Context: an optimization exercise on an open-source flow, tuned for small area, a short achievable clock period and few clock cycles per item. The choices shown serve that exercise and are no tape-out recipe. Function was checked by simulation only, so behaviour that the tests miss may differ from the original. No activity file was given, so power comes from the tool's default toggle rates.

==> design/flow/design.v <==
package second_pipe_pkg;
    typedef enum logic [5-1:0] {
        op_none = 5'd0,
        op_add  = 5'd1,
        op_addu = 5'd2,
        op_sub  = 5'd3,
        op_subu = 5'd4,
        op_slt  = 5'd5,
        op_sltu = 5'd6,
        op_and  = 5'd7,
        op_or   = 5'd8,
        op_xor  = 5'd9,
        op_nor  = 5'd10,
        op_sll  = 5'd11,
        op_srl  = 5'd12,
        op_sra  = 5'd13,
        op_lui  = 5'd14
    } alu_op_t;
    typedef struct packed {
        alu_op_t                op;
        logic [32-1:0]     a;
        logic [32-1:0]     b;
        logic                   wr_en;
        logic [5-1:0] wr_addr;
        logic [14-1:0]      exc;
    } dec_t;
    typedef struct packed {
        logic                   wr_en;
        logic [5-1:0] wr_addr;
        logic [32-1:0]     wr_data;
        logic [14-1:0]      exc;
    } res_t;
endpackage
module issue_capture (
    input  logic                  clk,
    input  logic                  reset,
    input  logic                  in_req,
    output logic                  in_ack,
    input  logic [32-1:0]    instr,
    input  logic [32-1:0]    pc,
    input  logic [32-1:0]    rs_val,
    input  logic [32-1:0]    rt_val,
    input  logic [14-1:0]     exc_in,
    input  logic                  is_nop,
    output logic                  cap_valid,
    input  logic                  cap_ready,
    output logic [32-1:0]    cap_instr,
    output logic [32-1:0]    cap_pc,
    output logic [32-1:0]    cap_rs_val,
    output logic [32-1:0]    cap_rt_val,
    output logic [14-1:0]     cap_exc,
    output logic                  cap_is_nop
);
    typedef enum logic [1:0] {st_idle, st_hold, st_acked} cap_state_t;
    cap_state_t state;
    always_ff @(posedge clk) begin
        if (reset) begin
            state <= st_idle;
        end else begin
            case (state)
                st_idle:  if (in_req) state <= st_hold;
                st_hold:  if (cap_ready) state <= st_acked;
                st_acked: if (!in_req) state <= st_idle;
                default:  state <= st_idle;
            endcase
        end
    end
    always_ff @(posedge clk) begin
        if (state == st_idle && in_req) begin
            cap_instr  <= instr;
            cap_pc     <= pc;
            cap_rs_val <= rs_val;
            cap_rt_val <= rt_val;
            cap_exc    <= exc_in;
            cap_is_nop <= is_nop;
        end
    end
    assign cap_valid = (state == st_hold);
    assign in_ack    = (state == st_acked);
endmodule
module inst_decode (
    input  logic [32-1:0]   instr,
    input  logic [32-1:0]   pc,
    input  logic [32-1:0]   rs_val,
    input  logic [32-1:0]   rt_val,
    input  logic [14-1:0]    exc_in,
    input  logic                 is_nop,
    output second_pipe_pkg::dec_t dec
);
    logic [5:0]             opcode;
    logic [5:0]             funct;
    logic [5-1:0] rt;
    logic [5-1:0] rd;
    logic [4:0]             shamt;
    logic [15:0]            imm16;
    second_pipe_pkg::alu_op_t op;
    logic [1:0]             src;
    logic                   sign_ext;
    logic                   use_rd;
    logic                   legal;
    logic [32-1:0]     imm_ext;
    assign opcode = instr[31:26];
    assign rt     = instr[20:16];
    assign rd     = instr[15:11];
    assign shamt  = instr[10:6];
    assign imm16  = instr[15:0];
    assign funct  = instr[5:0];
    always_comb begin
        op       = second_pipe_pkg::op_none;
        src      = 2'b00;
        sign_ext = 1'b0;
        use_rd   = 1'b0;
        legal    = 1'b1;
        if (!is_nop) begin
            case (opcode)
                6'b000000: begin
                    use_rd = 1'b1;
                    case (funct)
                        6'b100000:  op = second_pipe_pkg::op_add;
                        6'b100001: op = second_pipe_pkg::op_addu;
                        6'b100010:  op = second_pipe_pkg::op_sub;
                        6'b100011: op = second_pipe_pkg::op_subu;
                        6'b101010:  op = second_pipe_pkg::op_slt;
                        6'b101011: op = second_pipe_pkg::op_sltu;
                        6'b100100:  op = second_pipe_pkg::op_and;
                        6'b100101:   op = second_pipe_pkg::op_or;
                        6'b100110:  op = second_pipe_pkg::op_xor;
                        6'b100111:  op = second_pipe_pkg::op_nor;
                        6'b000100: op = second_pipe_pkg::op_sll;
                        6'b000110: op = second_pipe_pkg::op_srl;
                        6'b000111: op = second_pipe_pkg::op_sra;
                        6'b000000: begin
                            op  = second_pipe_pkg::op_sll;
                            src = 2'b10;
                        end
                        6'b000010: begin
                            op  = second_pipe_pkg::op_srl;
                            src = 2'b10;
                        end
                        6'b000011: begin
                            op  = second_pipe_pkg::op_sra;
                            src = 2'b10;
                        end
                        default: legal = 1'b0;
                    endcase
                end
                6'b001000: begin
                    op       = second_pipe_pkg::op_add;
                    src      = 2'b01;
                    sign_ext = 1'b1;
                end
                6'b001001: begin
                    op       = second_pipe_pkg::op_addu;
                    src      = 2'b01;
                    sign_ext = 1'b1;
                end
                6'b001010: begin
                    op       = second_pipe_pkg::op_slt;
                    src      = 2'b01;
                    sign_ext = 1'b1;
                end
                6'b001011: begin
                    op       = second_pipe_pkg::op_sltu;
                    src      = 2'b01;
                    sign_ext = 1'b1;
                end
                6'b001100: begin
                    op  = second_pipe_pkg::op_and;
                    src = 2'b01;
                end
                6'b001101: begin
                    op  = second_pipe_pkg::op_or;
                    src = 2'b01;
                end
                6'b001110: begin
                    op  = second_pipe_pkg::op_xor;
                    src = 2'b01;
                end
                6'b001111: begin
                    op  = second_pipe_pkg::op_lui;
                    src = 2'b10;
                end
                default: legal = 1'b0;
            endcase
        end
    end
    assign imm_ext = (opcode == 6'b000000) ? {{(32-5){1'b0}}, shamt} :
                     sign_ext ? {{(32-16){imm16[15]}}, imm16} :
                     {{(32-16){1'b0}}, imm16};
    always_comb begin
        dec.op      = op;
        dec.wr_en   = legal && !is_nop;
        dec.wr_addr = use_rd ? rd : rt;
        case (src)
            2'b01: begin
                dec.a = rs_val;
                dec.b = imm_ext;
            end
            2'b10: begin
                dec.a = imm_ext;
                dec.b = rt_val;
            end
            default: begin
                dec.a = rs_val;
                dec.b = rt_val;
            end
        endcase
        dec.exc = exc_in;
        if (!legal) dec.exc[2] = 1'b1;
        if (pc[1:0] != 2'b00) dec.exc[6] = 1'b1;
    end
endmodule
module pipe_stage #(
    parameter int WIDTH = 1
) (
    input  logic     clk,
    input  logic     reset,
    input  logic     in_valid,
    output logic     in_ready,
    input  logic [WIDTH-1:0] in_data,
    output logic     out_valid,
    input  logic     out_ready,
    output logic [WIDTH-1:0] out_data
);
    assign in_ready = !out_valid || out_ready;
    always_ff @(posedge clk) begin
        if (reset) begin
            out_valid <= 1'b0;
        end else if (in_valid && in_ready) begin
            out_valid <= 1'b1;
        end else if (out_ready) begin
            out_valid <= 1'b0;
        end
    end
    always_ff @(posedge clk) begin
        if (in_valid && in_ready) begin
            out_data <= in_data;
        end
    end
endmodule
module alu_execute (
    input  second_pipe_pkg::dec_t dec,
    output second_pipe_pkg::res_t res
);
    logic [32-1:0] sum;
    logic [32-1:0] diff;
    logic [4:0]         sh;
    logic               add_ovf;
    logic               sub_ovf;
    logic [32-1:0] result;
    logic               ovf;
    assign sum  = dec.a + dec.b;
    assign diff = dec.a - dec.b;
    assign sh   = dec.a[4:0];
    assign add_ovf = (dec.a[32-1] == dec.b[32-1]) &&
                     (sum[32-1] != dec.a[32-1]);
    assign sub_ovf = (dec.a[32-1] != dec.b[32-1]) &&
                     (diff[32-1] != dec.a[32-1]);
    always_comb begin
        ovf = 1'b0;
        case (dec.op)
            second_pipe_pkg::op_add: begin
                result = sum;
                ovf    = add_ovf;
            end
            second_pipe_pkg::op_addu: result = sum;
            second_pipe_pkg::op_sub: begin
                result = diff;
                ovf    = sub_ovf;
            end
            second_pipe_pkg::op_subu: result = diff;
            second_pipe_pkg::op_slt:
                result = {{(32-1){1'b0}}, ($signed(dec.a) < $signed(dec.b))};
            second_pipe_pkg::op_sltu:
                result = {{(32-1){1'b0}}, (dec.a < dec.b)};
            second_pipe_pkg::op_and:  result = dec.a & dec.b;
            second_pipe_pkg::op_or:   result = dec.a | dec.b;
            second_pipe_pkg::op_xor:  result = dec.a ^ dec.b;
            second_pipe_pkg::op_nor:  result = ~(dec.a | dec.b);
            second_pipe_pkg::op_sll:  result = dec.b << sh;
            second_pipe_pkg::op_srl:  result = dec.b >> sh;
            second_pipe_pkg::op_sra:  result = $unsigned($signed(dec.b) >>> sh);
            second_pipe_pkg::op_lui:  result = dec.a << 16;
            default:                  result = '0;
        endcase
    end
    always_comb begin
        res.wr_en   = dec.wr_en;
        res.wr_addr = dec.wr_addr;
        res.wr_data = result;
        res.exc     = dec.exc;
        if (ovf) res.exc[1] = 1'b1;
    end
endmodule
module result_handshake (
    input  logic                   clk,
    input  logic                   reset,
    input  logic                   res_valid,
    output logic                   res_ready,
    input  second_pipe_pkg::res_t  res,
    output logic                   out_req,
    input  logic                   out_ack,
    output logic                   wr_en,
    output logic [5-1:0] wr_addr,
    output logic [32-1:0]     wr_data,
    output logic [14-1:0]      exc_out
);
    typedef enum logic [1:0] {st_idle, st_req, st_release} out_state_t;
    out_state_t state;
    assign res_ready = (state == st_idle) || (state == st_release && !out_ack);
    always_ff @(posedge clk) begin
        if (reset) begin
            state <= st_idle;
        end else begin
            case (state)
                st_idle:    if (res_valid) state <= st_req;
                st_req:     if (out_ack) state <= st_release;
                st_release: if (!out_ack) state <= res_valid ? st_req : st_idle;
                default:    state <= st_idle;
            endcase
        end
    end
    always_ff @(posedge clk) begin
        if (res_valid && res_ready) begin
            wr_en   <= res.wr_en && (res.exc == '0);
            wr_addr <= res.wr_addr;
            wr_data <= res.wr_data;
            exc_out <= res.exc;
        end
    end
    assign out_req = (state == st_req);
endmodule
module second_pipe_top (
    input  logic                   clk,
    input  logic                   reset,
    input  logic                   in_req,
    output logic                   in_ack,
    input  logic [32-1:0]     instr,
    input  logic [32-1:0]     pc,
    input  logic [32-1:0]     rs_val,
    input  logic [32-1:0]     rt_val,
    input  logic [14-1:0]      exc_in,
    input  logic                   is_nop,
    output logic                   out_req,
    input  logic                   out_ack,
    output logic                   wr_en,
    output logic [5-1:0] wr_addr,
    output logic [32-1:0]     wr_data,
    output logic [14-1:0]      exc_out
);
    localparam int DEC_W = 5 + 2 * 32 + 1 + 5 + 14;
    localparam int RES_W = 1 + 5 + 32 + 14;
    logic                cap_valid;
    logic                cap_ready;
    logic [32-1:0]  cap_instr;
    logic [32-1:0]  cap_pc;
    logic [32-1:0]  cap_rs_val;
    logic [32-1:0]  cap_rt_val;
    logic [14-1:0]   cap_exc;
    logic                cap_is_nop;
    second_pipe_pkg::dec_t dec_in;
    second_pipe_pkg::dec_t dec_q;
    second_pipe_pkg::res_t res_in;
    second_pipe_pkg::res_t res_q;
    logic                s1_valid;
    logic                s1_ready;
    logic                s2_valid;
    logic                s2_ready;
    issue_capture u_capture (
        .clk(clk), .reset(reset), .in_req(in_req), .in_ack(in_ack),
        .instr(instr), .pc(pc), .rs_val(rs_val), .rt_val(rt_val),
        .exc_in(exc_in), .is_nop(is_nop),
        .cap_valid(cap_valid), .cap_ready(cap_ready),
        .cap_instr(cap_instr), .cap_pc(cap_pc), .cap_rs_val(cap_rs_val),
        .cap_rt_val(cap_rt_val), .cap_exc(cap_exc), .cap_is_nop(cap_is_nop)
    );
    inst_decode u_decode (
        .instr(cap_instr), .pc(cap_pc), .rs_val(cap_rs_val), .rt_val(cap_rt_val),
        .exc_in(cap_exc), .is_nop(cap_is_nop), .dec(dec_in)
    );
    pipe_stage #(.WIDTH(DEC_W)) u_stage1 (
        .clk(clk), .reset(reset),
        .in_valid(cap_valid), .in_ready(cap_ready), .in_data(dec_in),
        .out_valid(s1_valid), .out_ready(s1_ready), .out_data(dec_q)
    );
    alu_execute u_execute (
        .dec(dec_q), .res(res_in)
    );
    pipe_stage #(.WIDTH(RES_W)) u_stage2 (
        .clk(clk), .reset(reset),
        .in_valid(s1_valid), .in_ready(s1_ready), .in_data(res_in),
        .out_valid(s2_valid), .out_ready(s2_ready), .out_data(res_q)
    );
    result_handshake u_result (
        .clk(clk), .reset(reset),
        .res_valid(s2_valid), .res_ready(s2_ready), .res(res_q),
        .out_req(out_req), .out_ack(out_ack),
        .wr_en(wr_en), .wr_addr(wr_addr), .wr_data(wr_data), .exc_out(exc_out)
    );
endmodule
==> design/flow/run.sh <==
#!/bin/bash
# synth_recipe.tcl (not shown) runs the flow's synth.tcl, then flattens the netlist and writes it again
# the make line also repeats each setting of config.mk as NAME=value (left out here)
make -C /OpenROAD-flow-scripts/flow DESIGN_CONFIG=/design/flow/config.mk WORK_HOME=/design/flow/orfs CLKGATE_MAP_FILE= SYNTH_SCRIPT=/design/flow/synth_recipe.tcl finish
==> design/flow/config.mk <==
export PLATFORM = sky130hd
export DESIGN_NAME = second_pipe_top
export DESIGN_NICKNAME = second_pipe_top
export VERILOG_FILES = /design/flow/design.v
export SDC_FILE = /design/flow/constraint.sdc
export NUM_CORES = 4
export LEC_CHECK = 0
export CAP_MARGIN = 20
export CORE_MARGIN = 2
export CORE_UTILIZATION = 40
export SLEW_MARGIN = 20
==> design/flow/constraint.sdc <==
create_clock -name core_clock -period 5.0 [get_ports {clk}]
set_input_delay 1.0000 -clock core_clock [delete_from_list [all_inputs] [get_ports {clk}]]
set_output_delay 1.0000 -clock core_clock [all_outputs]
set_load 0.01 [all_outputs]
==> impl_metrics.tcl <==
set metrics [dict create \
    status "timing/DRC/antenna clean" \
    nNetsFinal 2285 \
    io_pins 201 \
    critical_path.max_fanout 32 \
    gp_congestion 1.02 \
    netlist.area_leader.share_pct 46.1 \
    cts.htree.levels 2 \
    crit_path_start_kind "flip-flop" \
    via_per_inst 6.14 \
    groute.usage.overall_pct 26.3 \
    io_buffers 165 \
    required_ns 5.29 \
    skew_ns 0.0125 \
    die_y_um 225 \
    synthCells 1897 \
    wire_per_inst_um 25.1 \
    clk_pin_slew_ns 0.06 \
    finalHoldViolations 0 \
    power_leakage_uw 0.00864 \
    hold_start "u_stage1.out_data[12]$_DFFE_PP_" \
    drtIter0Drc 2175 \
    reg2reg_depth 11 \
    synth_warnings 6 \
    layout_min_cycle_time_ns 4.17 \
    postPlaceCellArea_mm2 0.0219 \
    tns_ns 0 \
    grt_pass1_vias 15800 \
    synth-async-reset-ratio_pct 0 \
    path_class "flip-flop to flip-flop" \
    cts.sinks 312 \
    ys_dominant_reg_cell "edfxtp_1" \
    wl_um 67100 \
    utilization_pct 48.0 \
    core_mm2 0.0479 \
    postRouteAntennaNets 0 \
    max_cap_viol_count 0 \
    area_growth_pct 17.8 \
    start_util_pct 40.7 \
    ys_top_cells_by_area "edfxtp_1, ha_1, a21oi_1" \
    cts.path.max_buffers 3 \
    cts_tree "built" \
    overflow 0 \
    final-max-slew-violation-count 0 \
    place_hpwl_um 49400 \
    hold_class "flip-flop to flip-flop" \
    die-area_mm2 0.0506 \
    post_synth.cell_area_avg_um2 10.3 \
    synth_seq_cells 312 \
    rsz0062_at_grt "false" \
    cts_setup_buffers 0 \
    yosysTopAreaCell "edfxtp_1" \
    peakVddDrop_mv 0.237 \
    critPathCaptureType "flip-flop" \
    slew_headroom_pct 18.6 \
    first_pass_iters 6 \
    root_buffer "clkbuf_16" \
    final_cell_area_mm2 0.0230 \
    drc_errors 0 \
    synth_nets 2148 \
    die_width_um 225 \
    netlist_area_mm2 0.0195 \
    tightest_slew_ns 1.22 \
    synth-edff-count 300 \
    cts_resized 0 \
    rows 80 \
    finalCritPeriodShare_pct 83.5 \
    place_ws_ns 0.868 \
    whs_path_depth 0 \
    grt_pass1_wl_um 99700 \
    num_vias 16400 \
    clock_latency_ns 0.55 \
    holdBufCountCts 0 \
    grt_max_degree 90 \
    powerDensity_mw_per_mm2 294 \
    cts_inserted_buffers 35 \
    seq_area_frac_synth_pct 47.3 \
    n_fill_cell 4359 \
    antenna_found_initial 1 \
    worstHoldEndpoint "u_stage2.out_data[12]$_DFFE_PP_" \
    finalSetupViolCount 0 \
    arrival_ns 4.47 \
    synth_cell_type_count 92 \
    drive_above_1_share_pct 9.70 \
    rr_endpoint "u_stage2.out_data[41]$_DFFE_PP_" \
    reg2reg_from "u_stage1.out_data[53]$_DFFE_PP_" \
    finalWorstSetupSlack_ns 0.826 \
    reg2reg_slack_ns 0.83 \
    fmax_ghz 0.240 \
]
placed cells by master, fill, tap and decap left out, types with 59 or more instances in the layout:
master           count
buf_4               59
mux2i_1             63
inv_1               97
clkdlybuf4s50_1    165
a21oi_1            147
nand2_1            173
edfxtp_1           300
ha_1               102
o21ai_0            148
nor2_1             190
power by group:
| group | internal [µW] | leakage (µW) | switching, µW | total (µW) |
|---|---|---|---|---|
| Sequential | 3030 | 0.00290 | 92.1 | 3120 |
| Clock | 1470 | 0.000538 | 1030 | 2500 |
| Combinational | 444 | 0.00520 | 700 | 1140 |
| Total | 4940 | 0.00864 | 1830 | 6760 |
worst max path at each step:
stage,from,slack (ns),endpoint
floorplan,in_req,0.81,flip-flop
global placement,u_stage1.out_data[53]$_DFFE_PP_,0.95,u_stage2.out_data[41]$_DFFE_PP_
detailed placement,u_stage1.out_data[53]$_DFFE_PP_,0.87,u_stage2.out_data[41]$_DFFE_PP_
CTS,u_stage1.out_data[53]$_DFFE_PP_,0.87,u_stage2.out_data[41]$_DFFE_PP_
global route,u_stage1.out_data[53]$_DFFE_PP_,0.57,u_stage2.out_data[41]$_DFFE_PP_
finish,u_stage1.out_data[53]$_DFFE_PP_,0.83,u_stage2.out_data[41]$_DFFE_PP_
Yosys cell counts (12+ instances only):
| cell type | instances |
|---|---|
| a221oi_1 | 30 |
| a31oi_1 | 12 |
| mux2_2 | 23 |
| buf_4 | 15 |
| buf_2 | 14 |
| o221ai_1 | 14 |
| a22oi_1 | 13 |
| o21ai_0 | 148 |
| nand2b_1 | 14 |
| ha_1 | 102 |
| mux4_2 | 28 |
| and2_1 | 23 |
| a211oi_1 | 26 |
| nand2_1 | 173 |
| nor2_1 | 193 |
| a21oi_1 | 148 |
| inv_1 | 97 |
| o22ai_1 | 17 |
| edfxtp_1 | 300 |
| mux2i_1 | 63 |
| a21o_1 | 32 |
| buf_1 | 14 |
| nor2b_1 | 14 |
| dfxtp_1 | 12 |
| nor3_1 | 31 |
| clkbuf_1 | 75 |
| o211ai_1 | 23 |
| a222oi_1 | 12 |
| nand3_1 | 36 |
layout make-up:
type	count	area (µm²)	share of cell area, %
Timing Repair Buffer	226	2130	9.27
Clock inverter	16	155	0.674
Antenna cell	1	2.50	0.0109
Sequential cell	312	9250	40.2
Multi-Input combinational cell	1360	9370	40.7
Tap cell	615	769	3.34
Clock buffer	48	966	4.20
Inverter	99	372	1.61
metrics by stage:
step / cells / hold WS, ns / total power (µW)
2_1_floorplan: 1897 / 0.400 / 3860
3_3_place_gp: 2612 / 0.401 / 4270
3_5_place_dp: 2612 / 0.405 / 4280
4_1_cts: 2676 / 0.409 / 6820
5_1_grt: 2676 / 0.418 / 7030
6_report: 2677 / 0.409 / 6760
critical path: stages, from the launching register on:
cell and delay, ns:
edfxtp_1 0.63, buf_4 0.48, ha_1 0.22, o21bai_1 0.22, a2111oi_4 0.17, nor4_2 0.46
o41ai_2 0.17, a211oi_2 0.36, o21ai_2 0.19, o41ai_4 0.47, a2111oi_0 0.17, or3_1 0.36
registers in the layout, summed over array words and instances, names as in the netlist, named ones only:
register,count
u_capture.cap_exc,14
u_capture.cap_instr,27
u_capture.cap_is_nop,1
u_capture.cap_pc,2
u_capture.cap_rs_val,32
u_capture.cap_rt_val,32
u_capture.state,2
u_result.exc_out,14
u_result.state,2
u_result.wr_addr,5
u_result.wr_data,32
u_result.wr_en,1
u_stage1.out_data,88
u_stage1.out_valid,1
u_stage2.out_data,52
u_stage2.out_valid,1
routing by layer:
metal  GRT usage (%)  wire [µm]  vias up
met5               0          0        -
met4            14.3       4050        0
met3            5.83       6270      197
met2            39.2      29000      883
met1            35.6      27700     7946
li1                -          -     7409
cells by family after synthesis:
family | count (synthesis) | synth area share, %
AO/OA/AOI/OAI | 583 | 20.0
XOR/XNOR | 11 | 0.493
buffers and inverters | 225 | 4.98
adder cells (fa/ha/maj) | 104 | 6.74
multiplexers | 114 | 7.78
AND/OR/NAND/NOR | 548 | 12.7
flip-flops | 312 | 47.3
Testbench counts, summed over its fixed seeds: cycles 24,103, items 8,000.

[static timing again, ports no longer ideal]
Ports are ideal in the flow. The routed layout listed here was re-timed in OpenROAD. Step 1, drivers: a clkbuf_16 drives clk and a buf_2 each remaining input, both assumed. Step 2, shift: input delay + t, output delay - t, t = (earliest + latest rising clock arrival at the registers) / 2. This alone moves slack from input paths to output paths. Slacks: ideal ports / drivers / drivers and shift; pairs: ideal ports / drivers.
t, ns: 0.597
slack for setup (ns): 0.826 / 0.826 / 0.826
worst setup path after step 2: register to register
After both steps this run still meets setup and hold. For this run, drivers alone change the setup slack by 0.000 ns; drivers and shift together by 0.000 ns.
